Background: an optimization exercise with open tools, aiming at small area. Do not read the settings as production practice. The RTL was checked by simulation tests, not by an equivalence proof against the original design. Power and IR drop assume default switching activity.

## mips32_pipeline_cpu
module mips32_pipeline_cpu (
   input  logic        clk,
   input  logic        reset,
   input  logic [31:0] imem_data,
   input  logic        imem_ready,
   output logic [31:0] imem_addr,
   input  logic [31:0] dmem_rdata,
   output logic        dmem_we,
   output logic [31:0] dmem_addr,
   output logic [31:0] dmem_wdata,
   output logic [31:0] cycle_count,
   output logic [31:0] inst_count,
   output logic [31:0] branch_predict_correct,
   output logic [31:0] branch_predict_total
);
   localparam logic [5:0] OP_R = 6'h00, OP_J = 6'h02, OP_JAL = 6'h03, OP_BEQ = 6'h04,
                          OP_BNE = 6'h05, OP_ADDI = 6'h08, OP_ADDIU = 6'h09, OP_SLTI = 6'h0A,
                          OP_SLTIU = 6'h0B, OP_ANDI = 6'h0C, OP_ORI = 6'h0D, OP_XORI = 6'h0E,
                          OP_LUI = 6'h0F, OP_LW = 6'h23, OP_SW = 6'h2B;
   localparam logic [3:0] ALU_ADD = 4'd0, ALU_SUB = 4'd1, ALU_AND = 4'd2, ALU_OR = 4'd3,
                          ALU_XOR = 4'd4, ALU_NOR = 4'd5, ALU_SLT = 4'd6, ALU_SLTU = 4'd7,
                          ALU_SLL = 4'd8, ALU_SRL = 4'd9, ALU_SRA = 4'd10, ALU_LUI = 4'd11,
                          ALU_PC4 = 4'd12;
   logic [31:2] pc_q;
   logic        ifid_valid;
   logic [31:0] ifid_instr;
   logic        ex_valid, ex_use_imm, ex_mem_read, ex_mem_write, ex_beq, ex_bne, ex_immhi;
   logic [3:0]  ex_op;
   logic [4:0]  ex_rs, ex_rt, ex_dest;
   logic [15:0] ex_imm;
   logic [31:2] ex_pc4;
   logic        mem_valid, mem_read, mem_write;
   logic [4:0]  mem_dest;
   logic [31:0] mem_result, mem_store;
   logic        wb_valid;
   logic [31:0] regs [1:31];
   logic [31:1] reg_ok;
   logic [31:0] cyc_q, inst_q, bp_ok_q, bp_tot_q;
   logic [5:0]  opc, fn;
   logic [4:0]  rs, rt, rd;
   logic        uses_rs, uses_rt, jump, load_use, branch_taken;
   logic        d_use_imm, d_reg_write, d_mem_read, d_mem_write, d_beq, d_bne, d_zext;
   logic [3:0]  d_op;
   logic [4:0]  d_dest;
   assign opc = ifid_instr[31:26];
   assign fn  = ifid_instr[5:0];
   assign rs  = ifid_instr[25:21];
  ...
Size: about 4100 cells after synthesis, about 290 I/O pins, roughly 61000 µm² of cells after synthesis.
Settings: LEC_CHECK=0, CAP_MARGIN=5, CORE_MARGIN=2, CORE_UTILIZATION=55, SLEW_MARGIN=5, SYNTH_HIERARCHICAL=1, SYNTH_MINIMUM_KEEP_SIZE=0; clock period 10.0 ns.
standard.sh (not shown) runs the stock make flow with config.mk's settings and CLKGATE_MAP_FILE= SYNTH_SCRIPT=/design/flow/synth_recipe.tcl, a recipe that flattens the netlist after the stock synthesis.
==> flow/flow/run.sh <==
#!/bin/bash
# The standard layout (the standard.sh, synthesis unchanged) with two changes:
# port buffers are the smallest buffer, and the clock tree uses clkbuf_8 leaves in
# clusters of up to 14 sinks, without dummy loads.
# make's full output goes to flow_make.log; each ORFS step keeps its own log under orfs/logs/.
set -o pipefail
bash standard.sh \
   "BUFFER_PORTS_ARGS=-buffer_cell sky130_fd_sc_hd__buf_1" \
   "CTS_ARGS=-sink_clustering_enable -repair_clock_nets -buf_list sky130_fd_sc_hd__clkbuf_8 -sink_clustering_size 16 -sink_clustering_max_diameter 80 -dont_use_dummy_load" \
   finish > flow_make.log 2>&1
The starting point ran to the end with no violations.
Rerun with:
--- a/flow/flow/run.sh
+++ b/flow/flow/run.sh
@@ -2,5 +2,5 @@
 # The standard layout (the standard.sh, synthesis unchanged) with two changes:
 # port buffers are the smallest buffer, and the clock tree uses clkbuf_8 leaves in
-# clusters of up to 14 sinks, without dummy loads.
+# clusters of up to 16 sinks, without dummy loads.
 # make's full output goes to flow_make.log; each ORFS step keeps its own log under orfs/logs/.
 set -o pipefail
CORE_UTILIZATION = 50   (was 55)
PLACE_DENSITY = 0.75   (was not set)
Area after synthesis does not change.
Total power went up slightly.
Design area stays flat.
Routed wire length is lower by a few percent.
Count of clock-buffer cells in the layout grows by 1.
Rerun with:
==> flow/flow/run.sh (replaced) <==
#!/bin/bash
# The standard layout (the standard.sh, synthesis unchanged) with two changes:
# port buffers are the smallest buffer, and the clock tree uses clkbuf_8 leaves in
# clusters of up to 14 sinks, without dummy loads.
# make's full output goes to flow_make.log; each ORFS step keeps its own log under orfs/logs/.
set -o pipefail
bash standard.sh \
   "BUFFER_PORTS_ARGS=-buffer_cell sky130_fd_sc_hd__buf_1" \
   "CTS_ARGS=-sink_clustering_enable -repair_clock_nets -buf_list sky130_fd_sc_hd__clkbuf_8 -sink_clustering_size 14 -sink_clustering_max_diameter 80 -dont_use_dummy_load" \
   finish > flow_make.log 2>&1
CAP_MARGIN = 20   (was 5)
PLACE_DENSITY = not set   (was 0.75)
SLEW_MARGIN = 20   (was 5)
The changed run ran to the end with no violations.
Power is higher slightly.
Via count is lower by a few percent.
Clock-buffer cell count is higher by 12.
Setup slack loses 600 ps.
Hold slack loses 61 ps.
Cell count is higher slightly.
Critical path depth does not change.
Synthesized area is unchanged.
Design area is higher slightly.
Rerun with:
--- a/flow/flow/run.sh
+++ b/flow/flow/run.sh
@@ -7,4 +7,4 @@
 bash standard.sh \
    "BUFFER_PORTS_ARGS=-buffer_cell sky130_fd_sc_hd__buf_1" \
-   "CTS_ARGS=-sink_clustering_enable -repair_clock_nets -buf_list sky130_fd_sc_hd__clkbuf_8 -sink_clustering_size 14 -sink_clustering_max_diameter 80 -dont_use_dummy_load" \
+   "CTS_ARGS=-sink_clustering_enable -repair_clock_nets -buf_list sky130_fd_sc_hd__clkbuf_8 -sink_clustering_size 16 -sink_clustering_max_diameter 80 -dont_use_dummy_load" \
    finish > flow_make.log 2>&1
CAP_MARGIN = 5   (was 20)
SLEW_MARGIN = 5   (was 20)
Outcome: Routed wire length stays flat; critical path depth is unchanged; setup slack degrades by 56 ps.

* * *

mips32_pipeline_cpu, a different RTL version from the one above (not shown whole).
For scale: about 4100 cells after synthesis, roughly 1400 flip-flops, ~290 I/O pins.
==> flow/config.mk <==
export PLATFORM = sky130hd
export DESIGN_NAME = mips32_pipeline_cpu
export DESIGN_NICKNAME = mips32_pipeline_cpu
export VERILOG_FILES = /design/flow/design.v
export SDC_FILE = /design/flow/constraint.sdc
export NUM_CORES = 4
export LEC_CHECK = 0
export CAP_MARGIN = 20
export CORE_MARGIN = 2
export CORE_UTILIZATION = 50
export CTS_BUF_LIST = sky130_fd_sc_hd__clkbuf_8
export CTS_CLUSTER_DIAMETER = 80
export CTS_CLUSTER_SIZE = 14
export SLEW_MARGIN = 20
export SYNTH_HIERARCHICAL = 1
export SYNTH_MINIMUM_KEEP_SIZE = 0
==> flow/constraint.sdc <==
create_clock -name core_clock -period 10.0 [get_ports {clk}]
set_input_delay 2.0000 -clock core_clock [delete_from_list [all_inputs] [get_ports {clk}]]
set_output_delay 2.0000 -clock core_clock [all_outputs]
set_load 0.01 [all_outputs]
run.sh (not shown) runs the stock make flow with config.mk's settings and CLKGATE_MAP_FILE= SYNTH_SCRIPT=/design/flow/synth_recipe.tcl, a recipe that flattens the netlist after the stock synthesis.
Stock flow here: none of the scripts above is used.
Edit:
==> flow/flow/run.sh (new file) <==
#!/bin/bash
# The standard layout (the standard.sh, synthesis unchanged) with two changes:
# port buffers are the smallest buffer, and the clock tree uses clkbuf_8 leaves in
# clusters of up to 14 sinks, without dummy loads.
# make's full output goes to flow_make.log; each ORFS step keeps its own log under orfs/logs/.
set -o pipefail
bash standard.sh \
   "BUFFER_PORTS_ARGS=-buffer_cell sky130_fd_sc_hd__buf_1" \
   "CTS_ARGS=-sink_clustering_enable -repair_clock_nets -buf_list sky130_fd_sc_hd__clkbuf_8 -sink_clustering_size 14 -sink_clustering_max_diameter 80 -dont_use_dummy_load" \
   finish > flow_make.log 2>&1
==> flow/standard.sh (new file) <==
#!/bin/bash
# synth_recipe.tcl (not shown) runs the flow's synth.tcl, then flattens the netlist and writes it again
# the make line also repeats each setting of config.mk as NAME=value (left out here)
make -C /OpenROAD-flow-scripts/flow DESIGN_CONFIG=/design/flow/config.mk WORK_HOME=/design/flow/orfs CLKGATE_MAP_FILE= SYNTH_SCRIPT=/design/flow/synth_recipe.tcl "${@:-finish}"
Settings changed: CTS_BUF_LIST sky130_fd_sc_hd__clkbuf_8 to not set, CTS_CLUSTER_DIAMETER 80 to not set, CTS_CLUSTER_SIZE 14 to not set.
removed: flow/run.sh
Result: The new run completed with no timing, DRC or antenna violations. Worst hold slack loses 0.0030 ns. Flip-flop and latch count does not change. Sequential power stays flat. Area after synthesis does not change. Setup slack improved by 0.11 ns. Design area fell by 3.3%. Power came out lower by 3.0%.

-- re-timing with driven ports --
No port has a modelled driver above. Below, the same layouts with a new extraction and two added sets of constraints.
Step 1 sets driving cells, clkbuf_16 on the clock port and buf_2 on the other inputs (assumed; they add their load-dependent delay and slew).
Step 2 adds t to the input delays and takes it off the output delays; t is the mean of the earliest and latest rising clock arrival at the registers after step 1. Input paths then give back, and output paths get back, about the clock's delay inside the block.
Three values: ideal, step 1, step 2; two values: the first two.
run | t, ns | slack for setup (ns) | worst hold slack (ns) | worst setup path at the end | worst data-port slew with drivers (ns)
the first run of note 1 | 0.836 | 2.021 / 2.021 / 2.021 | 0.388 / 0.388 / 0.388 | register to register | 0.12
the second run of note 1 | 0.873 | 1.999 / 1.999 / 1.999 | 0.380 / 0.380 / 0.380 | register to register | 0.14
the third run of note 1 | 0.861 | 1.395 / 1.395 / 1.395 | 0.319 / 0.319 / 0.319 | register to register | 0.08
the fourth run of note 1 | 0.830 | 1.339 / 1.339 / 1.339 | 0.347 / 0.347 / 0.347 | register to register | 0.09
the first run of note 2 | 0.895 | 1.706 / 1.706 / 1.706 | 0.335 / 0.335 / 0.335 | register to register | 0.08
the second run of note 2 | 0.876 | 1.814 / 1.814 / 1.814 | 0.332 / 0.332 / 0.332 | register to register | 0.06
After both steps setup and hold are still met in every run listed.
